Background: an optimization exercise with open tools, aiming at small area, a short achievable clock period and few clock cycles. Do not read the settings as production practice.
Only simulation tests tie the RTL to the original design; equivalence was not proved.
Power is estimated from default activity; no workload was simulated.

<file path="design/flow/run.sh">
#!/bin/bash
# synth_recipe.tcl (not shown) runs the flow's synth.tcl, then flattens the netlist and writes it again
# the make line also repeats each setting of config.mk as NAME=value (left out here)
make -C /OpenROAD-flow-scripts/flow DESIGN_CONFIG=/design/flow/config.mk WORK_HOME=/design/flow/orfs CLKGATE_MAP_FILE= SYNTH_SCRIPT=/design/flow/synth_recipe.tcl finish
</file>
<file path="design/flow/constraint.sdc">
create_clock -name core_clock -period 8.0 [get_ports {clk}]
set_input_delay 1.6000 -clock core_clock [delete_from_list [all_inputs] [get_ports {clk}]]
set_output_delay 1.6000 -clock core_clock [all_outputs]
set_load 0.01 [all_outputs]
</file>
<file path="design/flow/design.v">
`timescale 1ns / 1ps
package lcbs_pkg;
	localparam int DVD_W = 32;
	localparam int ROT_W = 32;
	localparam int CNT_W = 16;
	localparam int STK_W = 8;
	localparam int AVG_W = 20;
	localparam int LAT_W = 20;
	localparam int IDX_W = 6;
	localparam logic [CNT_W-1:0] COUNT_MAX  = '1;
	localparam logic [STK_W-1:0] STREAK_MAX = '1;
	localparam int SUM_W  = 25;
	localparam int RCP_W  = 25;
	localparam int RCP_SH = 28;
	localparam logic [RCP_W-1:0] RCP_10 = 25'd26843546;
	localparam logic [1:0] OP_PICK   = 2'd0;
	localparam logic [1:0] OP_DONE   = 2'd1;
	localparam logic [1:0] OP_HEALTH = 2'd2;
	localparam logic [1:0] OP_RSVD   = 2'd3;
	localparam logic [1:0] REG_BACKEND_COUNT = 2'd0;
	localparam logic [1:0] REG_RISE          = 2'd1;
	localparam logic [1:0] REG_FALL          = 2'd2;
	typedef struct packed {
		logic             alive;
		logic [CNT_W-1:0] cnt;
		logic [STK_W-1:0] succ;
		logic [STK_W-1:0] fail;
		logic [AVG_W-1:0] avg;
	} ent_t;
endpackage
`timescale 1ns / 1ps
import lcbs_pkg::*;
module lcbs_div #(
	parameter int VW = 8
) (
	input  logic             clk,
	input  logic             arst_n,
	input  logic             start,
	input  logic [DVD_W-1:0] dividend,
	input  logic [VW-1:0]    divisor,
	output logic             done,
	output logic [VW-1:0]    rem
);
	localparam int SW = $clog2(DVD_W + 1);
	logic [DVD_W-1:0] quo_q;
	logic [VW-1:0]    rem_q;
	logic [VW-1:0]    d_q;
	logic [SW-1:0]    cnt_q;
	logic             busy_q;
	logic             done_q;
	logic [VW:0]      sh;
	logic             ge;
	assign sh = {rem_q, quo_q[DVD_W-1]};
	assign ge = sh >= {1'b0, d_q};
	always_ff @(posedge clk or negedge arst_n) begin
		if (!arst_n) begin
			busy_q <= 1'b0;
			done_q <= 1'b0;
			cnt_q  <= '0;
		end else begin
			done_q <= 1'b0;
			if (start) begin
				busy_q <= 1'b1;
				cnt_q  <= SW'(DVD_W);
			end else if (busy_q) begin
				cnt_q <= cnt_q - 1'b1;
				if (cnt_q == SW'(1)) begin
					busy_q <= 1'b0;
					done_q <= 1'b1;
				end
			end
		end
	end
	always_ff @(posedge clk) begin
		if (start) begin
			quo_q <= dividend;
			rem_q <= '0;
			d_q   <= divisor;
		end else if (busy_q) begin
			rem_q <= ge ? VW'(sh - {1'b0, d_q}) : VW'(sh);
			quo_q <= {quo_q[DVD_W-2:0], ge};
		end
	end
	assign done = done_q;
	assign rem  = rem_q;
endmodule
`timescale 1ns / 1ps
import lcbs_pkg::*;
module least_connections_backend_selector #(
	parameter int MAX_BACKENDS = 64
) (
	input  logic        clk,
	input  logic        arst_n,
	input  logic        s_tvalid,
	output logic        s_tready,
	input  logic [31:0] s_tdata,
	input  logic [1:0]  s_tuser,
	output logic        m_tvalid,
	input  logic        m_tready,
	output logic [47:0] m_tdata,
	input  logic        cfg_we,
	input  logic [1:0]  cfg_addr,
	input  logic [7:0]  cfg_wdata
);
	localparam int IW    = (MAX_BACKENDS > 1) ? $clog2(MAX_BACKENDS) : 1;
	localparam int CW    = IW + 1;
	localparam int TIE_W = $clog2(MAX_BACKENDS + 1);
	localparam int DVW   = (TIE_W < 4) ? 4 : TIE_W;
	localparam int PRD_W = SUM_W + RCP_W;
	typedef enum logic [8:0] {
		ST_IDLE  = 9'b000000001,
		ST_SCAN1 = 9'b000000010,
		ST_DIVK  = 9'b000000100,
		ST_SCAN2 = 9'b000001000,
		ST_RD    = 9'b000010000,
		ST_LOAD  = 9'b000100000,
		ST_DIVA  = 9'b001000000,
		ST_WB    = 9'b010000000,
		ST_OUT   = 9'b100000000
	} state_t;
	state_t state_q;
	logic [6:0] bc_q;
	logic [7:0] rise_q, fall_q;
	logic [CW-1:0] n_eff;
	logic [1+CNT_W+2*STK_W+AVG_W-1:0] mem [0:MAX_BACKENDS-1];
	logic [MAX_BACKENDS-1:0] vld_q;
	lcbs_pkg::ent_t rd_data_q;
	logic rd_vld_q;
	lcbs_pkg::ent_t rd_ent;
	logic [IW-1:0] rd_addr;
	logic [1:0] op_q;
	logic healthy_q, ok_q;
	logic [LAT_W-1:0] lat_q;
	logic [IDX_W-1:0] idx_q;
	logic [IW-1:0] addr_q;
	logic [CW-1:0] scan_q;
	logic iss_s1;
	logic [IW-1:0] sidx_s1;
	logic scan_end;
	logic any_q, picked_q;
	logic [CNT_W-1:0] best_q;
	logic [TIE_W-1:0] ties_q, k_q;
	logic [ROT_W-1:0] rot_q;
	lcbs_pkg::ent_t ent_q, upd;
	logic found_q, chg_q, upd_chg;
	logic [SUM_W-1:0] sum_q;
	logic [PRD_W-1:0] avg_prod;
	logic div_start, div_done;
	logic [DVW-1:0] div_dvs, div_rem;
	logic [5:0] in_idx;
	assign in_idx = s_tdata[5:0];
	assign n_eff = (32'(bc_q) > 32'(MAX_BACKENDS)) ? CW'(MAX_BACKENDS) : CW'(bc_q);
	assign s_tready = (state_q == ST_IDLE);
	assign rd_addr = (state_q == ST_SCAN1 || state_q == ST_SCAN2) ? scan_q[IW-1:0] : addr_q;
	assign rd_ent = rd_vld_q ? rd_data_q : '0;
	assign scan_end = (scan_q >= n_eff) && !iss_s1;
	always_ff @(posedge clk or negedge arst_n) begin
		if (!arst_n) begin
			bc_q   <= 7'd5;
			rise_q <= 8'd2;
			fall_q <= 8'd2;
		end else if (cfg_we) begin
			priority case (cfg_addr)
				REG_BACKEND_COUNT: bc_q   <= cfg_wdata[6:0];
				REG_RISE:          rise_q <= cfg_wdata;
				REG_FALL:          fall_q <= cfg_wdata;
				default: ;
			endcase
		end
	end
	always_ff @(posedge clk) begin
		rd_data_q <= mem[rd_addr];
		if (state_q == ST_WB)
			mem[addr_q] <= ent_q;
	end
	always_ff @(posedge clk or negedge arst_n) begin
		if (!arst_n) begin
			vld_q    <= '0;
			rd_vld_q <= 1'b0;
		end else begin
			rd_vld_q <= vld_q[rd_addr];
			if (state_q == ST_WB)
				vld_q[addr_q] <= 1'b1;
		end
	end
	always_comb begin
		upd = rd_ent;
		upd_chg = 1'b0;
		if (op_q == OP_DONE) begin
			if (rd_ent.cnt != '0)
				upd.cnt = rd_ent.cnt - 1'b1;
			if (ok_q && rd_ent.avg == '0)
				upd.avg = lat_q;
		end else if (healthy_q) begin
			upd.fail = '0;
			if (rd_ent.succ != STREAK_MAX)
				upd.succ = rd_ent.succ + 1'b1;
			if (upd.succ >= rise_q && !rd_ent.alive) begin
				upd.alive = 1'b1;
				upd_chg = 1'b1;
			end
		end else begin
			upd.succ = '0;
			if (rd_ent.fail != STREAK_MAX)
				upd.fail = rd_ent.fail + 1'b1;
			if (upd.fail >= fall_q && rd_ent.alive) begin
				upd.alive = 1'b0;
				upd_chg = 1'b1;
			end
		end
	end
	assign avg_prod = PRD_W'(sum_q) * PRD_W'(RCP_10);
	assign div_start = (state_q == ST_SCAN1) && scan_end && any_q && (ties_q > TIE_W'(1));
	assign div_dvs = DVW'(ties_q);
	lcbs_div #(.VW(DVW)) u_div (
		.clk      (clk),
		.arst_n   (arst_n),
		.start    (div_start),
		.dividend (rot_q),
		.divisor  (div_dvs),
		.done     (div_done),
		.rem      (div_rem)
	);
	always_ff @(posedge clk or negedge arst_n) begin
		if (!arst_n) begin
			state_q  <= ST_IDLE;
			rot_q    <= '0;
			iss_s1   <= 1'b0;
			m_tvalid <= 1'b0;
		end else begin
			if (m_tvalid && m_tready && state_q != ST_OUT)
				m_tvalid <= 1'b0;
			unique case (state_q)
				ST_IDLE: begin
					if (s_tvalid) begin
						scan_q <= '0;
						iss_s1 <= 1'b0;
						any_q <= 1'b0;
						picked_q <= 1'b0;
						ent_q <= '0;
						found_q <= 1'b0;
						chg_q <= 1'b0;
						if (s_tuser == OP_PICK) begin
							idx_q <= '0;
							state_q <= ST_SCAN1;
						end else begin
							idx_q <= in_idx;
							addr_q <= IW'(in_idx);
							if (s_tuser != OP_DONE && s_tuser != OP_HEALTH)
								state_q <= ST_OUT;
							else if (32'(in_idx) >= 32'(n_eff))
								state_q <= ST_OUT;
							else
								state_q <= ST_RD;
						end
					end
				end
				ST_SCAN1, ST_SCAN2: begin
					if (scan_q < n_eff) begin
						scan_q <= scan_q + 1'b1;
						iss_s1 <= 1'b1;
					end else begin
						iss_s1 <= 1'b0;
					end
					sidx_s1 <= scan_q[IW-1:0];
					if (state_q == ST_SCAN1) begin
						if (iss_s1 && rd_ent.alive) begin
							if (!any_q || rd_ent.cnt < best_q) begin
								best_q <= rd_ent.cnt;
								ties_q <= TIE_W'(1);
								any_q <= 1'b1;
							end else if (rd_ent.cnt == best_q) begin
								ties_q <= ties_q + 1'b1;
							end
						end
						if (scan_end) begin
							scan_q <= '0;
							iss_s1 <= 1'b0;
							if (!any_q) begin
								state_q <= ST_OUT;
							end else if (ties_q > TIE_W'(1)) begin
								rot_q <= rot_q + 1'b1;
								state_q <= ST_DIVK;
							end else begin
								k_q <= '0;
								state_q <= ST_SCAN2;
							end
						end
					end else begin
						if (iss_s1 && rd_ent.alive && rd_ent.cnt == best_q && !picked_q) begin
							if (k_q == '0) begin
								picked_q <= 1'b1;
								addr_q <= sidx_s1;
								idx_q <= IDX_W'(sidx_s1);
								ent_q <= rd_ent;
								if (rd_ent.cnt != COUNT_MAX)
									ent_q.cnt <= rd_ent.cnt + 1'b1;
							end else begin
								k_q <= k_q - 1'b1;
							end
						end
						if (scan_end) begin
							found_q <= 1'b1;
							state_q <= ST_WB;
						end
					end
				end
				ST_DIVK: begin
					if (div_done) begin
						k_q <= TIE_W'(div_rem);
						state_q <= ST_SCAN2;
					end
				end
				ST_RD:
					state_q <= ST_LOAD;
				ST_LOAD: begin
					ent_q <= upd;
					chg_q <= upd_chg;
					sum_q <= (SUM_W'(rd_ent.avg) << 3) + SUM_W'(rd_ent.avg) + SUM_W'(lat_q);
					if (op_q == OP_DONE && ok_q && rd_ent.avg != '0)
						state_q <= ST_DIVA;
					else
						state_q <= ST_WB;
				end
				ST_DIVA: begin
					ent_q.avg <= avg_prod[RCP_SH +: AVG_W];
					state_q <= ST_WB;
				end
				ST_WB:
					state_q <= ST_OUT;
				ST_OUT: begin
					if (!m_tvalid || m_tready) begin
						m_tvalid <= 1'b1;
						m_tdata <= {3'b0, chg_q, ent_q.alive, ent_q.avg, ent_q.cnt, idx_q,
							found_q};
						state_q <= ST_IDLE;
					end
				end
				default: state_q <= ST_IDLE;
			endcase
		end
	end
	always_ff @(posedge clk) begin
		if (state_q == ST_IDLE && s_tvalid) begin
			op_q <= s_tuser;
			healthy_q <= s_tdata[6];
			ok_q <= s_tdata[7];
			lat_q <= s_tdata[27:8];
		end
	end
endmodule
</file>
<file path="design/flow/config.mk">
export PLATFORM = sky130hd
export DESIGN_NAME = least_connections_backend_selector
export DESIGN_NICKNAME = least_connections_backend_selector
export VERILOG_FILES = /design/flow/design.v
export SDC_FILE = /design/flow/constraint.sdc
export NUM_CORES = 4
export LEC_CHECK = 0
export CAP_MARGIN = 20
export CORE_MARGIN = 2
export CORE_UTILIZATION = 30
export PLACE_DENSITY = 0.55
export SLEW_MARGIN = 20
</file>
==> results.txt <==
==> power breakdown <==
group          internal (uW)  total (uW)  switching (uW)
registers              24500       25200             637
logic                   6420       16400            9950
clock network          10500       18300            7830
==> cell usage in the layout (no fill, tap or decap), types with 54 or more instances in the layout <==
cell type | netlist | routed
edfxtp_1 | 3636 | 3636
clkdlybuf4s50_1 | 0 | 90
dfrtp_1 | 134 | 133
mux2_2 | 57 | 57
fa_1 | 232 | 232
nand4_1 | 136 | 136
clkbuf_1 | 139 | 92
clkbuf_16 | 0 | 405
nor2_4 | 0 | 83
ha_1 | 349 | 349
buf_4 | 78 | 218
clkinv_1 | 1 | 90
a21oi_1 | 84 | 81
xor2_1 | 56 | 56
nor2_1 | 205 | 122
a22oi_1 | 447 | 447
nand2_1 | 195 | 195
inv_1 | 426 | 426
mux4_2 | 864 | 864
o21bai_1 | 69 | 69
xnor2_1 | 83 | 83
or2_1 | 54 | 54
o21ai_0 | 77 | 76
dfxtp_1 | 60 | 60
nand3_1 | 65 | 65
==> final timing paths <==
check / startpoint / endpoint / slack [ns] / cells after the start
max: sum_q[3] / ent_q[12] / 0.65 / 18
max in group asynchronous: arst_n / rd_vld_q / 6.00 / 2
min in group asynchronous: arst_n / bc_q[1] / 0.61 / 1
max reg2reg: sum_q[3] / ent_q[12] / 0.65 / 18
min: vld_q[2] / vld_q[2] / 0.47 / 1
min reg2reg: vld_q[2] / vld_q[2] / 0.47 / 1
==> worst max-delay path: stages (launching register included) <==
cell	delay, ns
edfxtp_1	0.74
ha_1	0.49
inv_1	0.12
fa_1	0.50
fa_1	0.56
fa_1	0.45
fa_1	0.51
fa_1	0.43
fa_1	0.49
inv_1	0.04
ha_1	0.35
and3_1	0.28
o211ai_1	0.12
a211oi_1	0.75
o2111ai_1	0.34
nand3_1	0.20
a21oi_1	0.13
or4b_2	0.62
nand3_1	0.11
==> logic make-up after synthesis <==
group	after synthesis	share of synthesized area [%]
flops	3835	72.1
mux	930	12.8
simple gates	872	2.80
compound gates	855	3.81
buf+inv	762	2.06
fa+ha+maj	581	5.70
xor+xnor	139	0.771
other cells	1	0.00237
==> cell type report <==
class                           count  area (sq um)  share of cell area (%)
Tap cell                         6968          8720                    4.78
Sequential cell                  3835        114000                    62.5
Clock inverter                    207          1910                    1.05
Inverter                          428          1610                   0.882
Clock buffer                      528         10900                    5.98
Antenna cell                        7          17.5                 0.00961
Multi-Input combinational cell   3380         41600                    22.8
Timing Repair Buffer              362          3650                    2.00
==> stage by stage <==
step,hold slack (ns),instances
after floorplan,0.400,7977
after global placement,0.453,15000
after detailed placement,0.451,15000
after CTS,0.474,15700
after global routing,0.489,15700
final,0.470,15700
==> registers in the layout (all words and copies together) (netlist names), 20 cells and up <==
| name | flops |
|---|---|
| ent_q | 53 |
| lat_q | 20 |
| m_tdata | 45 |
| mem | 3392 |
| rd_data_q | 53 |
| rot_q | 32 |
| sum_q | 24 |
| u_div.quo_q | 32 |
| vld_q | 64 |
==> cell usage after synthesis, drive strengths merged, types with 10 or more instances <==
master,n
a31oi,17
xor2,56
o22ai,21
nor3b,10
or3,13
a22oi,447
fa,232
or2,59
buf,195
nand2,195
a21o,42
nand4,136
a21oi,84
xnor2,83
mux2,57
edfxtp,3636
nand2b,20
nand3,65
nor2,206
o31ai,13
nor3,47
clkbuf,139
nor2b,13
ha,349
mux4,864
o21bai,69
inv,427
a211oi,19
and3,26
dfrtp,134
and2,31
o21ai,81
nor4,15
dfxtp,60
==> layer usage <==
layer	up-vias	track usage, %
met5	-	0
met4	6	5.33
met3	824	3.18
met2	4280	29.0
met1	45800	25.6
li1	33300	-
==> results by group <==
Global routing
  • Initial antenna violation count: 28
  • Global-route wire length before repair: 682,000 um
  • Largest net degree at the start of global routing: 124
  • Vias in the first global route: 84,300
  • Overall Global Routing Usage: 18.2%
  • Total grt overflow: 0

CTS
  • H-Tree Depth: 5
  • Clock Tree Buf Depth: 4
  • Clock root cell: clkbuf_16
  • Post-CTS Setup Bufs: 0
  • Hold buffers post-CTS: 0
  • CTS sink cnt: ~3,800
  • Post-cts resize count: 0
  • Clk slew on worst S/H paths: 0.06 ns
  • CTS tree: yes
  • Worst-Skew Late Latency: 0.98 ns
  • CTS buffer count: 394

Synth
  • Synth area leader: edfxtp_1
  • Synth top area cells: edfxtp_1 69%, mux4_2 12%, fa_1 2.9%
  • Syn. warnings: 2
  • Synth Register Bits: 3,835
  • Seq/Total Area, Yosys: 72.1%
  • Post-synth EDFFs: 3,636
  • Netlist cell types: 78
  • Post-Syn Instances: between 7,000 and 8,000
  • Syn Area/Cell: 19.8 sq um
  • Async SR Flop Fraction: 3.62%
  • Dominant synthesized flop cell: edfxtp_1
  • Post-synth top area share: 69.1%
  • Synth Cell Area: 0.158 sq mm

Routing
  • WL final: 496,000 um
  • M1 WL: around 200,000 um
  • Routed met2 length: between 200,000 and 250,000 um
  • First DRT Iteration DRCs: 11,800
  • WL/cell: 31.5 um
  • DRT Pass-1 Iters: 6
  • Via Count: 84,100
  • Post-route antenna net violation count: 0
  • DRC violations left: 0
  • Highest metal used: met5
  • Via density: 5.35
  • Routed wl met3: 46,200 um

STA
  • Slew Limit Fails: 0
  • Worst slew margin: 23.1%
  • Setup TNS: 0 ns
  • Worst Max-Slew Pin Slew: 1.15 ns
  • Period minus WS final: 7.35 ns
  • RSZ-0062 raised after global routing: false
  • Max Freq: 0.136 GHz
  • Clock skew: 0.0774 ns
  • Setup violators final: 0
  • Endpoints failing hold: 0
  • Post-route setup slack: roughly 0.65 ns
  • Fin crit share: approximately nine tenths

Place
  • Placed inst area: 0.169 sq mm
  • DP Wirelength: approximately 270,000 um
  • Post-placement worst setup slack: 0.596 ns
  • Port bufs: 91
  • GPL Wtd Cong: 0.817

Power
  • Power Density: 328 mW/mm^2
  • Total Power: 59,800 uW
  • Worst vdd ir: 0.305 mV
  • Leakage: between 0.05 and 0.06 uW

Die
  • Starting Density: 30.1%
  • Core ar.: 0.525 sq mm
  • Io pins: 99
  • DIE HEIGHT: between 700 and 800 um
  • Row count: 266
  • DIE AREA: 0.532 sq mm
  • DIE WIDTH: 730 um

Setup path
  • Startpoint types: flip-flop
  • Crit path capture type: flip-flop
  • Crit-path max FO: 11
  • CP Class: reg -> reg
  • Critical Path RT: 8.81 ns
  • WP data arrival: 8.16 ns

Final layout
  • Area grow syn2layout: 15.3%
  • FILL cells: 48,800
  • Layout cells sized above 1: 21.3%
  • Final instance area: 0.182 sq mm
  • Final core utilization: 34.7%
  • Nets: 9,031

Worst hold path
  • Worst hold path class: reg -> reg

Flow run
  • Max Cap Viol: 0

Status
  • Status: finished clean
Testbench counts, summed over its fixed seeds: cycles 329,789.

[static timing again, ports no longer ideal]
Ports are ideal in the flow. The routed layout listed here was re-timed in OpenROAD.
Step 1 (the two cells are an assumption about what drives the block):
set clk [get_ports {clk}]
set_driving_cell -lib_cell sky130_fd_sc_hd__clkbuf_16 $clk
set_driving_cell -lib_cell sky130_fd_sc_hd__buf_2 [delete_from_list [all_inputs] $clk]
Step 2 adds t to the input delays and takes it off the output delays; t is the mean of the earliest and latest rising clock arrival at the registers after step 1. Input paths then give back, and output paths get back, about the clock's delay inside the block.
a / b / c = no drivers / after step 1 / after step 2; a / b = the first two.
t (ns): 1.067
slack for setup (ns): 0.648 / 0.648 / 0.648
hold WS [ns]: 0.470 / 0.470 / 0.470
worst setup path after step 2: register to register
latest minus earliest clock arrival (ns): 0.081 / 0.080
After both steps setup and hold are still met in this run. The setup slack of this run moves by 0.000 ns with the drivers and by 0.000 ns with both steps.
